What follows belongs to an exercise in optimizing a design on an open flow for small area and a short achievable clock period; a production flow would make more cautious choices.
Power is estimated from default activity; no workload was simulated.

==> inputs of run a <==
// bmd_ep_mem
module bmd_ep_mem
(
   input  wire              clk,
   input  wire              rst_i,
   input  wire [6:0]        a_i,
   input  wire              wr_en_i,
   input  wire [31:0]       wr_d_i,
   output logic [31:0]      rd_d_o,
   output logic             init_rst_o,
   output logic [80:0]      mwr_desc_o,
   output logic [80:0]      mrd_desc_o,
   output logic [31:0]      mwr_data_o,
   output logic             mwr_zerolen_en_o,
   output logic [3:0]       trn_wait_count_o,
   output logic [31:0]      cpld_data_o,
   output logic             rd_metering_o,
   output logic [7:0]       mwr_wrr_cnt_o,
   output logic [7:0]       mrd_wrr_cnt_o,
   output logic             mrd_done_o,
   input  wire              mwr_done_i,
   input  wire [81:0]       cpl_status_i,
   input  wire [8:0]        link_cfg_i,
   input  wire              tags_all_back_i
);
==> flow/config.mk <==
export PLATFORM = sky130hd
export DESIGN_NAME = bmd_ep_mem
export DESIGN_NICKNAME = bmd_ep_mem
export VERILOG_FILES = /design/flow/design.v
export SDC_FILE = /design/flow/constraint.sdc
export NUM_CORES = 4
export LEC_CHECK = 0
export CAP_MARGIN = 20
export CORE_MARGIN = 2
export CORE_UTILIZATION = 55
export SETUP_SLACK_MARGIN = 3.38
export SLEW_MARGIN = 20
export SYNTH_HIERARCHICAL = 1
==> flow/constraint.sdc <==
create_clock -name core_clock -period 5.8 [get_ports {clk}]
set_input_delay 1.1600 -clock core_clock [delete_from_list [all_inputs] [get_ports {clk}]]
set_output_delay 1.1600 -clock core_clock [all_outputs]
set_load 0.01 [all_outputs]
standard.sh (not shown) runs the stock make flow with config.mk's settings and CLKGATE_MAP_FILE= SYNTH_SCRIPT=/design/flow/synth_recipe.tcl, a recipe that flattens the netlist after the stock synthesis.
==> flow/flow/run.sh <==
#!/bin/bash
# Standard layout, with the smallest plain buffer on every port instead of the
# default delay buffer (the resizer still upsizes any that timing needs), and a
# clock tree of smaller buffers without dummy balancing loads.
set -uo pipefail
export BUFFER_PORTS_ARGS="-buffer_cell sky130_fd_sc_hd__buf_1"
export CTS_ARGS="-sink_clustering_enable -repair_clock_nets -dont_use_dummy_load -sink_clustering_size 16 -sink_clustering_max_diameter 50 -buf_list {sky130_fd_sc_hd__clkbuf_4 sky130_fd_sc_hd__clkbuf_8}"
bash standard.sh > standard.log 2>&1
==> run b: changes against run a <==
--- a/flow/design.v
+++ b/flow/design.v
@@ -83,33 +83,33 @@
    output logic [7:0]       mrd_wrr_cnt_o,
    output logic             mwr_perf_ld_o,
    output logic             mrd_perf_ld_o
 );
    logic [31:0] rd_word;
    logic [3:0][17:0] we_b;
    logic [3:0][17:0] hold_b;
    logic [3:0][17:0] sel_b;
-   logic [3:0][7:0]  lo_n_b;
-   logic [3:0][2:0]  hz_n_b;
+   logic [3:0][7:0]  lo_b;
+   logic [3:0][2:0]  hz_b;
    logic [17:0] we_lo, we_hi;
    logic [17:0] hold_lo, hold_hi;
    logic [17:0][31:0] we32;
    logic [17:0][31:0] hold32;
    logic [17:0][31:0] sel32;
    for (genvar g = 0; g < 4; g++) begin : g_dec
       bmd_csr_dec u_dec (
          .a_i     (a_i),
          .wr_en_i (wr_en_i),
          .rst_i   (rst_i),
          .sel_o   (sel_b[g]),
          .we_o    (we_b[g]),
          .hold_o  (hold_b[g]),
-         .lo_n_o  (lo_n_b[g]),
-         .hz_n_o  (hz_n_b[g])
+         .lo_o    (lo_b[g]),
+         .hz_o    (hz_b[g])
       );
    end
    assign we_lo   = we_b[0];
    assign hold_lo = hold_b[0];
    assign we_hi   = we_b[2];
    assign hold_hi = hold_b[2];
    always_comb begin
       for (int k = 0; k < 18; k++) begin
@@ -185,94 +185,96 @@
    assign rw[16] = {17'b0, link_cfg_i.max_rd_req, 5'b0, link_cfg_i.max_payload, 5'b0};
    assign rw[17] = {mrd_wrr_cnt_o, mwr_wrr_cnt_o, 14'b0, rd_metering_o, 1'b0};
    assign rw[23:18] = '0;
    always_comb begin
       for (int m = 0; m < 3; m++) begin
          for (int g = 0; g < 4; g++) begin
             grp_word[m][8*g +: 8] = '0;
             for (int j = 0; j < 8; j++) begin
-               grp_word[m][8*g +: 8] |= {8{!lo_n_b[g][j]}} & rw[8*m+j][8*g +: 8];
+               grp_word[m][8*g +: 8] |= {8{lo_b[g][j]}} & rw[8*m+j][8*g +: 8];
             end
          end
       end
       for (int g = 0; g < 4; g++) begin
          rd_word[8*g +: 8] = '0;
          for (int m = 0; m < 3; m++) begin
-            rd_word[8*g +: 8] |= {8{!hz_n_b[g][m]}} & grp_word[m][8*g +: 8];
+            rd_word[8*g +: 8] |= {8{hz_b[g][m]}} & grp_word[m][8*g +: 8];
          end
       end
    end
    always_ff @(posedge clk) begin
       rd_d_o <= rd_word;
    end
 endmodule
 `default_nettype wire
 `default_nettype none
 module bmd_csr_dec (
    input  wire [6:0]   a_i,
    input  wire         wr_en_i,
    input  wire         rst_i,
    output logic [17:0] sel_o,
    output logic [17:0] we_o,
    output logic [17:0] hold_o,
-   output logic [7:0]  lo_n_o,
-   output logic [2:0]  hz_n_o
+   output logic [7:0]  lo_o,
+   output logic [2:0]  hz_o
 );
-   logic [4:0] na;
-   logic [7:0] lo_n;
-   logic [2:0] hz_n;
-   logic [2:0] hzw_n;
-   logic [2:0] hzr_n;
-   logic       z;
+   logic [2:0] na;
+   logic [7:0] lo;
+   logic [2:0] hz;
+   logic [2:0] hzw;
+   logic [2:0] hzr;
    logic       wv;
-   logic       rst_n;
-   for (genvar i = 0; i < 5; i++) begin : g_inv
+   for (genvar i = 0; i < 3; i++) begin : g_inv
       bmd_g_inv u_inv (.a(a_i[i]), .y(na[i]));
    end
-   bmd_g_inv   u_rst_n (.a(rst_i), .y(rst_n));
-   bmd_g_nor2  u_z     (.a(a_i[6]), .b(a_i[5]), .y(z));
-   bmd_g_nor2b u_wv    (.a(rst_i), .bn(wr_en_i), .y(wv));
    for (genvar j = 0; j < 8; j++) begin : g_lo
-      bmd_g_nand3 u_lo (.a(j[0] ? a_i[0] : na[0]), .b(j[1] ? a_i[1] : na[1]),
-                        .c(j[2] ? a_i[2] : na[2]), .y(lo_n[j]));
+      bmd_g_nor3 u_lo (.a(j[0] ? na[0] : a_i[0]), .b(j[1] ? na[1] : a_i[1]),
+                       .c(j[2] ? na[2] : a_i[2]), .y(lo[j]));
    end
    for (genvar m = 0; m < 3; m++) begin : g_hz
-      bmd_g_nand3 u_hz  (.a(z), .b(m[1] ? a_i[4] : na[4]), .c(m[0] ? a_i[3] : na[3]),
-                         .y(hz_n[m]));
-      bmd_g_nand4 u_hzw (.a(z), .b(m[1] ? a_i[4] : na[4]), .c(m[0] ? a_i[3] : na[3]),
-                         .d(wv), .y(hzw_n[m]));
-      bmd_g_nand4 u_hzr (.a(z), .b(m[1] ? a_i[4] : na[4]), .c(m[0] ? a_i[3] : na[3]),
-                         .d(wr_en_i), .y(hzr_n[m]));
+      if (m == 0) begin : g_m0
+         bmd_g_nor4 u_hz (.a(a_i[6]), .b(a_i[5]), .c(a_i[4]), .d(a_i[3]), .y(hz[m]));
+      end else if (m == 1) begin : g_m1
+         bmd_g_nor4b u_hz (.a(a_i[6]), .b(a_i[5]), .c(a_i[4]), .dn(a_i[3]), .y(hz[m]));
+      end else begin : g_m2
+         bmd_g_nor4b u_hz (.a(a_i[6]), .b(a_i[5]), .c(a_i[3]), .dn(a_i[4]), .y(hz[m]));
+      end
+      bmd_g_and2 u_hzw (.a(hz[m]), .b(wv), .y(hzw[m]));
+      bmd_g_and2 u_hzr (.a(hz[m]), .b(wr_en_i), .y(hzr[m]));
    end
-   assign lo_n_o = lo_n;
-   assign hz_n_o = hz_n;
+   bmd_g_nor2b u_wv (.a(rst_i), .bn(wr_en_i), .y(wv));
+   assign lo_o = lo;
+   assign hz_o = hz;
    for (genvar k = 0; k < 18; k++) begin : g_out
-      bmd_g_nor2 u_sel  (.a(lo_n[k % 8]), .b(hz_n[k / 8]), .y(sel_o[k]));
-      bmd_g_nor2 u_we   (.a(lo_n[k % 8]), .b(hzw_n[k / 8]), .y(we_o[k]));
-      bmd_g_o21a u_hold (.a1(lo_n[k % 8]), .a2(hzr_n[k / 8]), .b1(rst_n), .y(hold_o[k]));
+      bmd_g_and2  u_sel  (.a(lo[k % 8]), .b(hz[k / 8]), .y(sel_o[k]));
+      bmd_g_and2  u_we   (.a(lo[k % 8]), .b(hzw[k / 8]), .y(we_o[k]));
+      bmd_g_a21oi u_hold (.a1(lo[k % 8]), .a2(hzr[k / 8]), .b1(rst_i), .y(hold_o[k]));
    end
 endmodule
 module bmd_g_inv (input wire a, output logic y);
    assign y = ~a;
 endmodule
-module bmd_g_nor2 (input wire a, input wire b, output logic y);
-   assign y = ~(a | b);
+module bmd_g_and2 (input wire a, input wire b, output logic y);
+   assign y = a & b;
 endmodule
 module bmd_g_nor2b (input wire a, input wire bn, output logic y);
    assign y = ~a & bn;
 endmodule
-module bmd_g_nand3 (input wire a, input wire b, input wire c, output logic y);
-   assign y = ~(a & b & c);
+module bmd_g_nor3 (input wire a, input wire b, input wire c, output logic y);
+   assign y = ~(a | b | c);
+endmodule
+module bmd_g_nor4 (input wire a, input wire b, input wire c, input wire d, output logic y);
+   assign y = ~(a | b | c | d);
 endmodule
-module bmd_g_nand4 (input wire a, input wire b, input wire c, input wire d, output logic y);
-   assign y = ~(a & b & c & d);
+module bmd_g_nor4b (input wire a, input wire b, input wire c, input wire dn, output logic y);
+   assign y = ~(a | b | c) & dn;
 endmodule
-module bmd_g_o21a (input wire a1, input wire a2, input wire b1, output logic y);
-   assign y = (a1 | a2) & b1;
+module bmd_g_a21oi (input wire a1, input wire a2, input wire b1, output logic y);
+   assign y = ~((a1 & a2) | b1);
 endmodule
 `default_nettype wire
 `timescale 1ns/10ps
 `default_nettype none
 module dma_perf_monitor #(
    parameter int PERF_W = 32
 ) (
    input  wire         clk,
==> run c: changes against run a <==
--- a/flow/design.v
+++ b/flow/design.v
@@ -83,33 +83,29 @@
    output logic [7:0]       mrd_wrr_cnt_o,
    output logic             mwr_perf_ld_o,
    output logic             mrd_perf_ld_o
 );
    logic [31:0] rd_word;
    logic [3:0][17:0] we_b;
    logic [3:0][17:0] hold_b;
    logic [3:0][17:0] sel_b;
-   logic [3:0][7:0]  lo_n_b;
-   logic [3:0][2:0]  hz_n_b;
    logic [17:0] we_lo, we_hi;
    logic [17:0] hold_lo, hold_hi;
    logic [17:0][31:0] we32;
    logic [17:0][31:0] hold32;
    logic [17:0][31:0] sel32;
    for (genvar g = 0; g < 4; g++) begin : g_dec
       bmd_csr_dec u_dec (
          .a_i     (a_i),
          .wr_en_i (wr_en_i),
          .rst_i   (rst_i),
          .sel_o   (sel_b[g]),
          .we_o    (we_b[g]),
-         .hold_o  (hold_b[g]),
-         .lo_n_o  (lo_n_b[g]),
-         .hz_n_o  (hz_n_b[g])
+         .hold_o  (hold_b[g])
       );
    end
    assign we_lo   = we_b[0];
    assign hold_lo = hold_b[0];
    assign we_hi   = we_b[2];
    assign hold_hi = hold_b[2];
    always_comb begin
       for (int k = 0; k < 18; k++) begin
@@ -159,68 +155,64 @@
       rd_metering_o <= (we32[REG_ARB_CTRL][1] & wr_d_i[1]) | (hold32[REG_ARB_CTRL][1] & rd_metering_o);
       mwr_wrr_cnt_o <= (we32[REG_ARB_CTRL][23:16] & wr_d_i[23:16]) | (hold32[REG_ARB_CTRL][23:16] & mwr_wrr_cnt_o)
                      | ({8{rst_i}} & WRR_CNT_RESET);
       mrd_wrr_cnt_o <= (we32[REG_ARB_CTRL][31:24] & wr_d_i[31:24]) | (hold32[REG_ARB_CTRL][31:24] & mrd_wrr_cnt_o)
                      | ({8{rst_i}} & WRR_CNT_RESET);
    end
    assign mwr_perf_ld_o = we_b[1][REG_MWR_PERF];
    assign mrd_perf_ld_o = we_b[3][REG_MRD_PERF];
-   logic [23:0][31:0] rw;
-   logic [2:0][31:0]  grp_word;
-   assign rw[0] = {FPGA_FAMILY, 4'b0, INTERFACE_TYPE, VERSION_NUMBER, 7'b0, init_rst_o};
-   assign rw[1] = {cpl_status_i.data_err, 6'b0, mrd_done_i, mrd_desc_o.int_dis, mrd_desc_o.nosnoop, mrd_desc_o.relaxed, 4'b0, mrd_desc_o.start, 7'b0, mwr_done_i, mwr_desc_o.int_dis, mwr_desc_o.nosnoop, mwr_desc_o.relaxed, 4'b0, mwr_desc_o.start};
-   assign rw[2] = mwr_desc_o.addr;
-   assign rw[3] = {mwr_desc_o.up_addr, 2'b0, mwr_zerolen_en_o, mwr_desc_o.phant_func_dis1, mwr_desc_o.en_64b, mwr_desc_o.tc, mwr_desc_o.len};
-   assign rw[4] = {12'b0, trn_wait_count_o, mwr_desc_o.count};
-   assign rw[5] = mwr_data_o;
-   assign rw[6] = cpld_data_o;
-   assign rw[7] = mrd_desc_o.addr;
-   assign rw[8] = {mrd_desc_o.up_addr, 3'b0, mrd_desc_o.phant_func_dis1, mrd_desc_o.en_64b, mrd_desc_o.tc, mrd_desc_o.len};
-   assign rw[9] = {16'b0, mrd_desc_o.count};
-   assign rw[10] = mwr_perf_i;
-   assign rw[11] = mrd_perf_i;
-   assign rw[12] = {15'b0, cpl_status_i.malformed, cpl_status_i.ur_tag, cpl_status_i.ur_found};
-   assign rw[13] = cpl_status_i.found;
-   assign rw[14] = cpl_status_i.data_size;
-   assign rw[15] = {26'b0, link_cfg_i.lnk_width, 2'b0};
-   assign rw[16] = {17'b0, link_cfg_i.max_rd_req, 5'b0, link_cfg_i.max_payload, 5'b0};
-   assign rw[17] = {mrd_wrr_cnt_o, mwr_wrr_cnt_o, 14'b0, rd_metering_o, 1'b0};
-   assign rw[23:18] = '0;
    always_comb begin
-      for (int m = 0; m < 3; m++) begin
-         for (int g = 0; g < 4; g++) begin
-            grp_word[m][8*g +: 8] = '0;
-            for (int j = 0; j < 8; j++) begin
-               grp_word[m][8*g +: 8] |= {8{!lo_n_b[g][j]}} & rw[8*m+j][8*g +: 8];
-            end
-         end
-      end
-      for (int g = 0; g < 4; g++) begin
-         rd_word[8*g +: 8] = '0;
-         for (int m = 0; m < 3; m++) begin
-            rd_word[8*g +: 8] |= {8{!hz_n_b[g][m]}} & grp_word[m][8*g +: 8];
-         end
-      end
+      rd_word = (sel32[REG_CTRL] &
+                 {FPGA_FAMILY, 4'b0, INTERFACE_TYPE, VERSION_NUMBER, 7'b0, init_rst_o})
+              | (sel32[REG_DMA_CS] &
+                 {cpl_status_i.data_err, 6'b0, mrd_done_i,
+                  mrd_desc_o.int_dis, mrd_desc_o.nosnoop, mrd_desc_o.relaxed, 4'b0,
+                  mrd_desc_o.start,
+                  7'b0, mwr_done_i,
+                  mwr_desc_o.int_dis, mwr_desc_o.nosnoop, mwr_desc_o.relaxed, 4'b0,
+                  mwr_desc_o.start})
+              | (sel32[REG_MWR_ADDR] & mwr_desc_o.addr)
+              | (sel32[REG_MWR_LEN] &
+                 {mwr_desc_o.up_addr, 2'b0, mwr_zerolen_en_o,
+                  mwr_desc_o.phant_func_dis1, mwr_desc_o.en_64b, mwr_desc_o.tc,
+                  mwr_desc_o.len})
+              | (sel32[REG_MWR_COUNT] & {12'b0, trn_wait_count_o, mwr_desc_o.count})
+              | (sel32[REG_MWR_DATA] & mwr_data_o)
+              | (sel32[REG_CPL_DATA] & cpld_data_o)
+              | (sel32[REG_MRD_ADDR] & mrd_desc_o.addr)
+              | (sel32[REG_MRD_LEN] &
+                 {mrd_desc_o.up_addr, 3'b0, mrd_desc_o.phant_func_dis1,
+                  mrd_desc_o.en_64b, mrd_desc_o.tc, mrd_desc_o.len})
+              | (sel32[REG_MRD_COUNT] & {16'b0, mrd_desc_o.count})
+              | (sel32[REG_MWR_PERF] & mwr_perf_i)
+              | (sel32[REG_MRD_PERF] & mrd_perf_i)
+              | (sel32[REG_CPL_STATUS] &
+                 {15'b0, cpl_status_i.malformed, cpl_status_i.ur_tag, cpl_status_i.ur_found})
+              | (sel32[REG_CPLD_FOUND] & cpl_status_i.found)
+              | (sel32[REG_CPLD_SIZE] & cpl_status_i.data_size)
+              | (sel32[REG_LINK_WIDTH] & {26'b0, link_cfg_i.lnk_width, 2'b0})
+              | (sel32[REG_LINK_PAYLOAD] &
+                 {17'b0, link_cfg_i.max_rd_req, 5'b0, link_cfg_i.max_payload, 5'b0})
+              | (sel32[REG_ARB_CTRL] &
+                 {mrd_wrr_cnt_o, mwr_wrr_cnt_o, 14'b0, rd_metering_o, 1'b0});
    end
    always_ff @(posedge clk) begin
       rd_d_o <= rd_word;
    end
 endmodule
 `default_nettype wire
 `default_nettype none
 module bmd_csr_dec (
    input  wire [6:0]   a_i,
    input  wire         wr_en_i,
    input  wire         rst_i,
    output logic [17:0] sel_o,
    output logic [17:0] we_o,
-   output logic [17:0] hold_o,
-   output logic [7:0]  lo_n_o,
-   output logic [2:0]  hz_n_o
+   output logic [17:0] hold_o
 );
    logic [4:0] na;
    logic [7:0] lo_n;
    logic [2:0] hz_n;
    logic [2:0] hzw_n;
    logic [2:0] hzr_n;
    logic       z;
    logic       wv;
@@ -238,18 +230,16 @@
    for (genvar m = 0; m < 3; m++) begin : g_hz
       bmd_g_nand3 u_hz  (.a(z), .b(m[1] ? a_i[4] : na[4]), .c(m[0] ? a_i[3] : na[3]),
                          .y(hz_n[m]));
       bmd_g_nand4 u_hzw (.a(z), .b(m[1] ? a_i[4] : na[4]), .c(m[0] ? a_i[3] : na[3]),
                          .d(wv), .y(hzw_n[m]));
       bmd_g_nand4 u_hzr (.a(z), .b(m[1] ? a_i[4] : na[4]), .c(m[0] ? a_i[3] : na[3]),
                          .d(wr_en_i), .y(hzr_n[m]));
    end
-   assign lo_n_o = lo_n;
-   assign hz_n_o = hz_n;
    for (genvar k = 0; k < 18; k++) begin : g_out
       bmd_g_nor2 u_sel  (.a(lo_n[k % 8]), .b(hz_n[k / 8]), .y(sel_o[k]));
       bmd_g_nor2 u_we   (.a(lo_n[k % 8]), .b(hzw_n[k / 8]), .y(we_o[k]));
       bmd_g_o21a u_hold (.a1(lo_n[k % 8]), .a2(hzr_n[k / 8]), .b1(rst_n), .y(hold_o[k]));
    end
 endmodule
 module bmd_g_inv (input wire a, output logic y);
    assign y = ~a;
==> results.txt <==
Final routed wirelength across all metal layers: run b 79.0 mm; run c 79.9 mm; run a 79.3 mm
Result of the run: run b complete, no violations; run c complete, no violations; run a complete, no violations
Fraction of area in non-clock buffers: run b 0.116; run c 0.0944; run a 0.106
Switching power summed over all nets: run b 0.00138 W; run c 0.00131 W; run a 0.00136 W
Hold wc startpoint: run b u_cpl_tracker.st1_q[8]; run c u_cpl_tracker.st1_q[9]; run a u_cpl_tracker.st1_q[9]
Invs w/o clock: run b 50; run c 58; run a 92
Initial Utilization: run b 0.556; run c 0.560; run a 0.560
Critical path depth in cells: run b 7; run c 5; run a 5
Cell Area, Placed: run b 23900 sq um; run c 23400 sq um; run a 23400 sq um
Number of multi-input logic gates: run b 1265; run c 1310; run a 1270
Internal cell power: run b 0.00401 W; run c 0.00396 W; run a 0.00399 W
Layout net count: run b 2772; run c 2757; run a 2793
Commonest non-fill, non-tap cell in the layout: run b sky130_fd_sc_hd__dfxtp_1; run c sky130_fd_sc_hd__dfxtp_1; run a sky130_fd_sc_hd__buf_1
ClkCell Share: run b 0.0236; run c 0.0238; run a 0.0242
Count of standard-cell rows: run b 73; run c 72; run a 72
Fillers: run b 3164; run c 3224; run a 3172
Combinational Power: run b 0.000406 W; run c 0.000307 W; run a 0.000370 W
No functional check of the RTL was part of any run of this note.

## static timing again, ports no longer ideal
In the flow no input, the clock included, has a driving cell. The finished layouts below were timed again as built, in two steps.
Step 1 (the two cells are an assumption about what drives the block):
set clk [get_ports {clk}]
set_driving_cell -lib_cell sky130_fd_sc_hd__clkbuf_16 $clk
set_driving_cell -lib_cell sky130_fd_sc_hd__buf_2 [delete_from_list [all_inputs] $clk]
Step 2 times the ports against the registers' clock, not the clock port: input delays grow and output delays shrink by t, the midpoint of the rising clock arrivals with the driver on.
a / b / c = ideal ports / drivers / drivers and shift; a / b = the first two.
| run | t, ns | setup WS [ns] | hold slack, ns | worst register clock-pin slew, ns | worst slew at a driven data input, ns |
|---|---|---|---|---|---|
| run a | 0.685 | 3.269 / 3.264 / 2.578 | 0.307 / 0.307 / 0.307 | 0.10 / 0.10 | 0.09 |
| run b | 0.689 | 3.375 / 3.342 / 2.681 | 0.335 / 0.335 / 0.335 | 0.10 / 0.10 | 0.09 |
| run c | 0.685 | 3.283 / 3.312 / 2.627 | 0.332 / 0.332 / 0.332 | 0.10 / 0.10 | 0.09 |
After both steps setup and hold are still met in every run listed. For run b, which loses most, drivers alone change the setup slack by -0.033 ns; drivers and shift together by -0.694 ns.
